Source: an optimization exercise on an open RTL-to-GDS flow (aim: small area). Production flows keep margins and buffers that such runs may drop.
Function was checked by simulation only, so behaviour that the tests miss may differ from the original.
No activity file was given, so power comes from the tool's default toggle rates. The flow treats the clock pin as an ideal source, which a real chip does not have.

## run 1
Design cpu_top, start of the top module:
module cpu_top (
  input  logic        clk,
  input  logic        clrn,
  output logic        imem_req,
  output logic [7:0]  imem_addr,
  input  logic        imem_valid,
  input  logic [31:0] imem_inst,
  output logic [7:0]  pc,
  output logic [31:0] alu_out,
  output logic        zf_out,
  output logic        sf_out,
  output logic        cf_out,
  output logic        retire,
  output logic        halted
);
  cpu_multicycle #(.DW(32), .NREG(32), .PCW(8)) u_core (
    .clk       (clk),
    .clrn      (clrn),
    .imem_req  (imem_req),
    .imem_addr (imem_addr),
    .imem_valid(imem_valid),
    .imem_inst (imem_inst),
    .pc        (pc),
    .alu_out   (alu_out),
    .zf_out    (zf_out),
    .sf_out    (sf_out),
    .cf_out    (cf_out),
    .retire    (retire),
    .halted    (halted)
  );
endmodule
For scale: roughly 1800 cells after synthesis, ~89 I/O pins.
Settings: LEC_CHECK=0, CAP_MARGIN=20, CORE_MARGIN=2, CORE_UTILIZATION=30, SLEW_MARGIN=20; clock period 10.0 ns.
standard.sh (not shown) runs the stock make flow with config.mk's settings and CLKGATE_MAP_FILE= SYNTH_SCRIPT=/design/flow/synth_recipe.tcl, a recipe that flattens the netlist after the stock synthesis.
==> flow/flow/run.sh <==
#!/bin/bash
# Standard ORFS layout with two changes: ports are buffered with the
# smallest buffer, and clock-tree synthesis uses large sink clusters without
# dummy loads. Each step's output goes to its own log in this folder.
set -euo pipefail
export BUFFER_PORTS_ARGS="-buffer_cell sky130_fd_sc_hd__buf_1"
export CTS_ARGS="-sink_clustering_enable -repair_clock_nets -dont_use_dummy_load -sink_clustering_size 40 -sink_clustering_max_diameter 60 -buf_list {sky130_fd_sc_hd__clkbuf_16}"
bash standard.sh synth > synth.log 2>&1
bash standard.sh floorplan > floorplan.log 2>&1
bash standard.sh place > place.log 2>&1
bash standard.sh cts > cts.log 2>&1
bash standard.sh finish > finish.log 2>&1
Modified inputs, run 2 compared to run 1
==> flow/flow/run.sh <==
#!/bin/bash
# Standard ORFS layout with two changes: ports are buffered with the
# smallest buffer, and clock-tree synthesis uses large sink clusters without
# dummy loads. Each step's output goes to its own log in this folder.
set -euo pipefail
export BUFFER_PORTS_ARGS="-buffer_cell sky130_fd_sc_hd__buf_1"
export CTS_ARGS="-sink_clustering_enable -repair_clock_nets -dont_use_dummy_load -sink_clustering_size 30 -sink_clustering_max_diameter 60 -buf_list {sky130_fd_sc_hd__clkbuf_16}"
bash standard.sh synth > synth.log 2>&1
bash standard.sh floorplan > floorplan.log 2>&1
bash standard.sh place > place.log 2>&1
bash standard.sh cts > cts.log 2>&1
bash standard.sh finish > finish.log 2>&1
-- flow/config.mk --
<<< run 1, line 6
export NUM_CORES = 4
export LEC_CHECK = 0
export CAP_MARGIN = 20
export CORE_MARGIN = 2
export CORE_UTILIZATION = 30
export SLEW_MARGIN = 20
>>> run 2, line 6
export NUM_CORES = 4
export LEC_CHECK = 0
export ABC_CLOCK_PERIOD_IN_PS = 100000
export CAP_MARGIN = 20
export CORE_MARGIN = 2
export CORE_UTILIZATION = 55
export PLACE_DENSITY = 0.8
export SLEW_MARGIN = 20
## What came out
In the flow results for run 1 and run 2, the proportion of layout cells with a drive suffix above 1 is smaller on run 2.
Changes observed in run 2 relative to run 1: final non-filler cell total dropped 580; post-place instance area now smaller; hold slack +0.0055 ns; fraction of power spent switching nets stayed essentially flat; post-route worst setup slack +0.0080 ns.
Core area, run 1 and run 2: higher on run 1
Run 1 -> run 2: number of buffers added by the clock tree synthesis step decreased by a few percent
Going from run 1 to run 2, total of plain and repair buffers excluding clock buffers shrinks by about 4%.

---

The RTL this note starts from:
==> flow/design.v <==
module cpu_multicycle #(
  parameter int DW   = 32,
  parameter int NREG = 32,
  parameter int PCW  = 8
) (
  input  logic             clk,
  input  logic             clrn,
  output logic             imem_req,
  output logic [PCW-1:0]   imem_addr,
  input  logic             imem_valid,
  input  logic [31:0]      imem_inst,
  output logic [PCW-1:0]   pc,
  output logic [DW-1:0]    alu_out,
  output logic             zf_out,
  output logic             sf_out,
  output logic             cf_out,
  output logic             retire,
  output logic             halted
);
  localparam logic [2:0] S_FETCH = 3'd0;
  localparam logic [2:0] S_EXEC  = 3'd1;
  localparam logic [2:0] S_PASS  = 3'd2;
  localparam logic [2:0] S_SH1   = 3'd3;
  localparam logic [2:0] S_SH2   = 3'd4;
  localparam logic [2:0] S_RET   = 3'd5;
  localparam logic [2:0] S_HALT  = 3'd6;
  logic [2:0]  st;
  logic [4:0]  ph;
  logic        clr_q;
  logic [7:0]  pc_q;
  logic [29:0] ir;
  logic [3:0]  f_cls;
  logic [4:0]  q_ph;
  logic [4:0]  s_q;
  logic        inst_sh;
  logic [31:0] alu_q;
  logic        zf_q, cf_q;
  logic        c_q, z_acc, mb_q;
  logic [30:0] dl;
  logic [30:0] tl;
  logic [5:0] op;
  logic is_add, is_sub, is_and, is_or, is_xor, is_shl, is_shr;
  logic is_addi, is_andi, is_ori, is_alu, is_sh, is_halt, is_imm, is_arith;
  assign op       = {2'b00, ir[29:26]};
  assign is_add   = (op[3:0] == 4'h0);
  assign is_sub   = (op[3:0] == 4'h1);
  assign is_and   = (op[3:0] == 4'h2);
  assign is_or    = (op[3:0] == 4'h3);
  assign is_xor   = (op[3:0] == 4'h4);
  assign is_shl   = (op[3:0] == 4'h5);
  assign is_shr   = (op[3:0] == 4'h6);
  assign is_addi  = (op[3:0] == 4'h8);
  assign is_andi  = (op[3:0] == 4'h9);
  assign is_ori   = (op[3:0] == 4'hA);
  assign is_halt  = (op[3:0] == 4'hB);
  assign is_imm   = is_addi | is_andi | is_ori;
  assign is_arith = is_add | is_sub | is_addi;
  assign is_alu   = is_arith | is_and | is_or | is_xor | is_andi | is_ori;
  assign is_sh    = is_shl | is_shr;
  logic [31:0] col0;
  logic [31:1] we;
  logic        wbit, wr_en;
  logic        ra_bit, rb_bit;
  logic [4:0]  rc_idx;
  assign rc_idx  = ir[25:21];
  assign col0[0] = 1'b0;
  logic [3:0] pre_lo;
  logic [7:0] pre_hi, wb_hi;
  always_comb begin
    for (int k = 0; k < 4; k++) pre_lo[k] = clr_q | (rc_idx[1:0] == 2'(k));
    for (int k = 0; k < 8; k++) pre_hi[k] = clr_q | (wr_en & (rc_idx[4:2] == 3'(k)));
    for (int k = 0; k < 8; k++) wb_hi[k]  = pre_hi[k] & wbit;
  end
  genvar g;
  for (g = 1; g < 32; g++) begin : g_rf
    logic [31:0] r;
    assign we[g] = pre_lo[g % 4] & pre_hi[g / 4];
    always_ff @(posedge clk) r <= {((r[0] & ~we[g]) | (pre_lo[g % 4] & wb_hi[g / 4])), r[31:1]};
    assign col0[g] = r[0];
  end
  assign ra_bit = col0[ir[20:16]] & ~clr_q;
  assign rb_bit = col0[ir[15:11]] & ~clr_q;
  logic first, alu_go, alu_run;
  logic imm_bit, b, bx, cin, sum, cout, alu_res;
  assign first   = (st == S_EXEC);
  assign alu_go  = first & (ph == 5'd0);    
  assign alu_run = alu_go | (st == S_PASS);
  assign imm_bit = ph[4] ? (is_addi & ir[15]) : ir[ph[3:0]];
  assign b       = is_imm ? imm_bit : rb_bit;
  assign bx      = b ^ is_sub;
  assign cin     = first ? is_sub : c_q;
  assign sum     = ra_bit ^ bx ^ cin;
  assign cout    = (ra_bit & bx) | (cin & (ra_bit ^ bx));
  always_comb begin
    if (is_and | is_andi)     alu_res = ra_bit & b;
    else if (is_or | is_ori)  alu_res = ra_bit | b;
    else if (is_xor)          alu_res = ra_bit ^ b;
    else                      alu_res = sum;
  end
  logic [4:0]  s_eff, d_a, d_b;
  logic [31:0] taps;
  logic        nz, tap_a, tap_b, lt_a, mask_b, sh_a, sh_b, last;
  for (g = 0; g < 5; g++) begin : g_s
    assign s_eff[g] = (ph == 5'(g)) ? rb_bit : s_q[g];
  end
  assign nz    = |s_eff;
  assign d_a   = is_shl ? s_eff : (5'd0 - s_eff);
  assign d_b   = q_ph + d_a;
  assign taps  = {dl, ra_bit};
  assign tap_a = taps[d_a];
  assign tap_b = taps[d_b];
  assign lt_a  = (ph < d_a);
  assign mask_b = (mb_q & nz) ^ ((ph == d_b) & nz);
  assign sh_a  = tap_a & ~(is_shl ? lt_a : (nz & ~lt_a));
  assign sh_b  = tap_b & ~mask_b;
  assign last  = ((ph + 5'd1) == q_ph);
  logic res_a, res_b, sh_run;
  assign sh_run = (st == S_SH2);
  assign res_a  = is_sh ? sh_a : alu_res;
  assign res_b  = is_sh ? sh_b : alu_res;
  assign wr_en  = alu_run | sh_run;
  assign wbit   = res_a & ~clr_q;
  logic c_next, zcur, cf_val, commit;
  assign c_next = alu_run ? cout : ((sh_run & (ph == 5'd0)) ? (tap_a & nz) : c_q);
  assign zcur   = (first ? 1'b1 : z_acc) & ~res_b;
  assign cf_val = is_arith ? (cout ^ is_sub) : (is_shl & c_next);
  assign commit = ((st == S_PASS) & (ph == 5'd31)) | (sh_run & last);
  logic fetch_done, taken;
  logic [7:0] npc;
  assign fetch_done = (st == S_FETCH) & imem_valid;
  always_comb begin
    case (op[3:0])
      4'hC:    taken = 1'b1;
      4'hD:    taken = zf_q;
      4'hE:    taken = alu_q[31];
      4'hF:    taken = cf_q;
      default: taken = 1'b0;
    endcase
  end
  assign npc = taken ? ir[25:18] : (pc_q + 8'd1);
  always_ff @(posedge clk or negedge clrn) begin
    if (!clrn) begin
      st    <= S_FETCH;
      ph    <= 5'd0;
      clr_q <= 1'b1;
      pc_q  <= 8'd0;
      alu_q <= 32'd0;
      zf_q  <= 1'b0;
      cf_q  <= 1'b0;
    end else begin
      ph <= ph + 5'd1;
      if (ph == 5'd31) clr_q <= 1'b0;
      case (st)
        S_FETCH: if (fetch_done) begin
          if (f_cls == 4'hB)                        st <= S_HALT;
          else if (f_cls == 4'h5 || f_cls == 4'h6)  st <= S_SH1;
          else if (f_cls == 4'h7 || f_cls[3:2] == 2'b11) st <= S_RET;
          else                                      st <= S_EXEC;
        end
        S_EXEC: if (ph == 5'd0) st <= S_PASS;
        S_PASS: if (ph == 5'd31) st <= S_RET;
        S_SH1:  if (last) st <= S_SH2;
        S_SH2:  if (last) st <= S_RET;
        S_RET: begin
          pc_q  <= npc;
          st    <= S_FETCH;
        end
        default: st <= S_HALT;
      endcase
      if (commit) begin
        alu_q <= {res_b, tl};
        zf_q  <= zcur;
        cf_q  <= cf_val;
      end
    end
  end
  function automatic logic [3:0] cls_of(input logic [5:0] o);
    if (o[5:4] == 2'b00 && o[3:0] != 4'h7 && o[3:0] <= 4'hA) cls_of = o[3:0];
    else if (o[5:2] == 4'b0100) cls_of = {2'b11, o[1:0]};
    else if (o == 6'h3F) cls_of = 4'hB;
    else cls_of = 4'h7;
  endfunction
  assign f_cls   = cls_of(imem_inst[31:26]);
  assign inst_sh = (imem_inst[31:26] == 6'h05) | (imem_inst[31:26] == 6'h06);
  assign q_ph    = ir[4:0];
  assign s_q     = ir[9:5];
  always_ff @(posedge clk) begin
    if (fetch_done) begin
      ir[29:26] <= f_cls;
      ir[25:10] <= imem_inst[25:10];
      ir[4:0]   <= inst_sh ? ph : imem_inst[4:0];
    end
    for (int k = 0; k < 5; k++)
      if (fetch_done) ir[5+k] <= imem_inst[5+k];
      else if (is_sh & (ph == 5'(k))) ir[5+k] <= rb_bit;
    c_q   <= c_next;
    z_acc <= (st == S_SH1) ? 1'b1 : zcur;
    mb_q  <= (st == S_SH1) ? is_shl : mask_b;
    dl    <= {dl[29:0], ra_bit};
    tl    <= {res_b, tl[30:1]};
  end
  assign imem_req  = (st == S_FETCH) & clrn;
  assign imem_addr = pc_q;
  assign pc        = pc_q;
  assign alu_out   = alu_q;
  assign zf_out    = zf_q;
  assign sf_out    = alu_q[31];
  assign cf_out    = cf_q;
  assign retire    = (st == S_RET);
  assign halted    = (st == S_HALT);
endmodule
module cpu_top (
  input  logic        clk,
  input  logic        clrn,
  output logic        imem_req,
  output logic [7:0]  imem_addr,
  input  logic        imem_valid,
  input  logic [31:0] imem_inst,
  output logic [7:0]  pc,
  output logic [31:0] alu_out,
  output logic        zf_out,
  output logic        sf_out,
  output logic        cf_out,
  output logic        retire,
  output logic        halted
);
  cpu_multicycle #(.DW(32), .NREG(32), .PCW(8)) u_core (
    .clk       (clk),
    .clrn      (clrn),
    .imem_req  (imem_req),
    .imem_addr (imem_addr),
    .imem_valid(imem_valid),
    .imem_inst (imem_inst),
    .pc        (pc),
    .alu_out   (alu_out),
    .zf_out    (zf_out),
    .sf_out    (sf_out),
    .cf_out    (cf_out),
    .retire    (retire),
    .halted    (halted)
  );
endmodule
export LEC_CHECK = 0
export CAP_MARGIN = 20
export CORE_MARGIN = 2
export CORE_UTILIZATION = 55
export PLACE_DENSITY = 0.8
export SLEW_MARGIN = 20
create_clock -name core_clock -period 10.0 [get_ports {clk}]
==> flow/flow/run.sh <==
#!/bin/bash
# ORFS layout with three changes from the standard one:
#  - synthesis is the standard synthesis script, except that Yosys's abc
#    pass maps the logic with the area-oriented ABC script flow/area.abc;
#  - ports are buffered with the smallest buffer;
#  - clock-tree synthesis uses large sink clusters and no dummy loads.
# Each step's full output goes to its own log file in this folder.
set -euo pipefail
here=$(pwd)
export BUFFER_PORTS_ARGS="-buffer_cell sky130_fd_sc_hd__buf_1"
export CTS_ARGS="-sink_clustering_enable -repair_clock_nets -dont_use_dummy_load -sink_clustering_size 31 -sink_clustering_max_diameter 100 -buf_list {sky130_fd_sc_hd__clkbuf_16}"
export AREA_ABC_SCRIPT="$here/flow/area.abc"
{
  echo 'proc abc {args} { set i [lsearch -exact $args -script]; if {$i >= 0} { lset args [expr {$i + 1}] $::env(AREA_ABC_SCRIPT) }; yosys abc {*}$args }'
  cat synth_recipe.tcl
} > area_synth.tcl
sed "s#SYNTH_SCRIPT=[^ ]*#SYNTH_SCRIPT=$here/area_synth.tcl#" standard.sh > area_standard.sh
bash area_standard.sh synth > synth.log 2>&1
bash standard.sh floorplan > floorplan.log 2>&1
bash standard.sh place > place.log 2>&1
bash standard.sh cts > cts.log 2>&1
bash standard.sh finish > finish.log 2>&1
==> flow/flow/area.abc <==
strash
fraig
dch -f
amap
topo
Next try:
--- a/flow/flow/run.sh
+++ b/flow/flow/run.sh
@@ -10,3 +10,3 @@
 export BUFFER_PORTS_ARGS="-buffer_cell sky130_fd_sc_hd__buf_1"
-export CTS_ARGS="-sink_clustering_enable -repair_clock_nets -dont_use_dummy_load -sink_clustering_size 31 -sink_clustering_max_diameter 100 -buf_list {sky130_fd_sc_hd__clkbuf_16}"
+export CTS_ARGS="-sink_clustering_enable -repair_clock_nets -dont_use_dummy_load -sink_clustering_size 32 -sink_clustering_max_diameter 100 -buf_list {sky130_fd_sc_hd__clkbuf_16}"
 export AREA_ABC_SCRIPT="$here/flow/area.abc"
Settings changed: CORE_UTILIZATION 55 to 45, PLACE_DENSITY 0.8 to 0.7.
=> The changed run finished with timing, DRC and antenna clean. Routed wire length is lower by a few percent. Non-clock buffer count rises by 2. Setup slack gets better by 350 ps. Global-route usage goes down by 4.3 points.
Next try:
Settings changed: CORE_UTILIZATION 45 to 55, PLACE_DENSITY 0.7 to 0.8.
The new run completed without violations; critical path depth is unchanged; clock power stays flat; setup slack loses 260 ps; maximum frequency came out lower by a few percent; synthesized area does not change; total power stays flat.
Next try:
Settings changed: CORE_UTILIZATION 55 to 65, PLACE_DENSITY 0.8 to 0.9.
=>
- The changed run went through all stages and came out clean
- via count went up by 2.5%
- synthesized cell count is unchanged
- setup slack gets better by 300 ps
- power stays flat
- non-clock buffer count went down by 1
- cell count decreases by 3.3%
- wire length went up by 6.0%

==> separate check: timing with driven ports <==
How much do the figures lean on ideal ports? The routed layouts below were timed once more, with nothing changed but the port constraints. Step 1 sets driving cells, clkbuf_16 on the clock port and buf_2 on the other inputs (assumed; they add their load-dependent delay and slew). Step 2 moves the port delays by t, midway between the first and last clock arrival at a register: inputs arrive t later, outputs are due t later. That takes back most of the time a late clock gives input paths. Three values: no drivers, after step 1, after step 2; two values: the first two.
| run | t (ns) | slack for setup (ns) | hold WS [ns] | worst register clock-pin slew, ns |
|---|---|---|---|---|
| run 1 | 0.654 | 3.754 / 3.754 / 3.754 | 0.266 / 0.266 / 0.266 | 0.13 / 0.13 |
| run 2 | 0.645 | 3.762 / 3.762 / 3.762 | 0.272 / 0.272 / 0.272 | 0.11 / 0.11 |
| the first run of note 2 | 0.647 | 2.650 / 2.650 / 2.650 | 0.287 / 0.287 / 0.287 | 0.12 / 0.12 |
| the second run of note 2 | 0.639 | 3.002 / 3.002 / 3.002 | 0.310 / 0.310 / 0.310 | 0.11 / 0.11 |
| the third run of note 2 | 0.645 | 2.740 / 2.740 / 2.740 | 0.282 / 0.282 / 0.282 | 0.12 / 0.12 |
| the fourth run of note 2 | 0.648 | 3.043 / 3.043 / 3.043 | 0.305 / 0.305 / 0.305 | 0.12 / 0.12 |
After both steps every run listed still meets setup and hold.
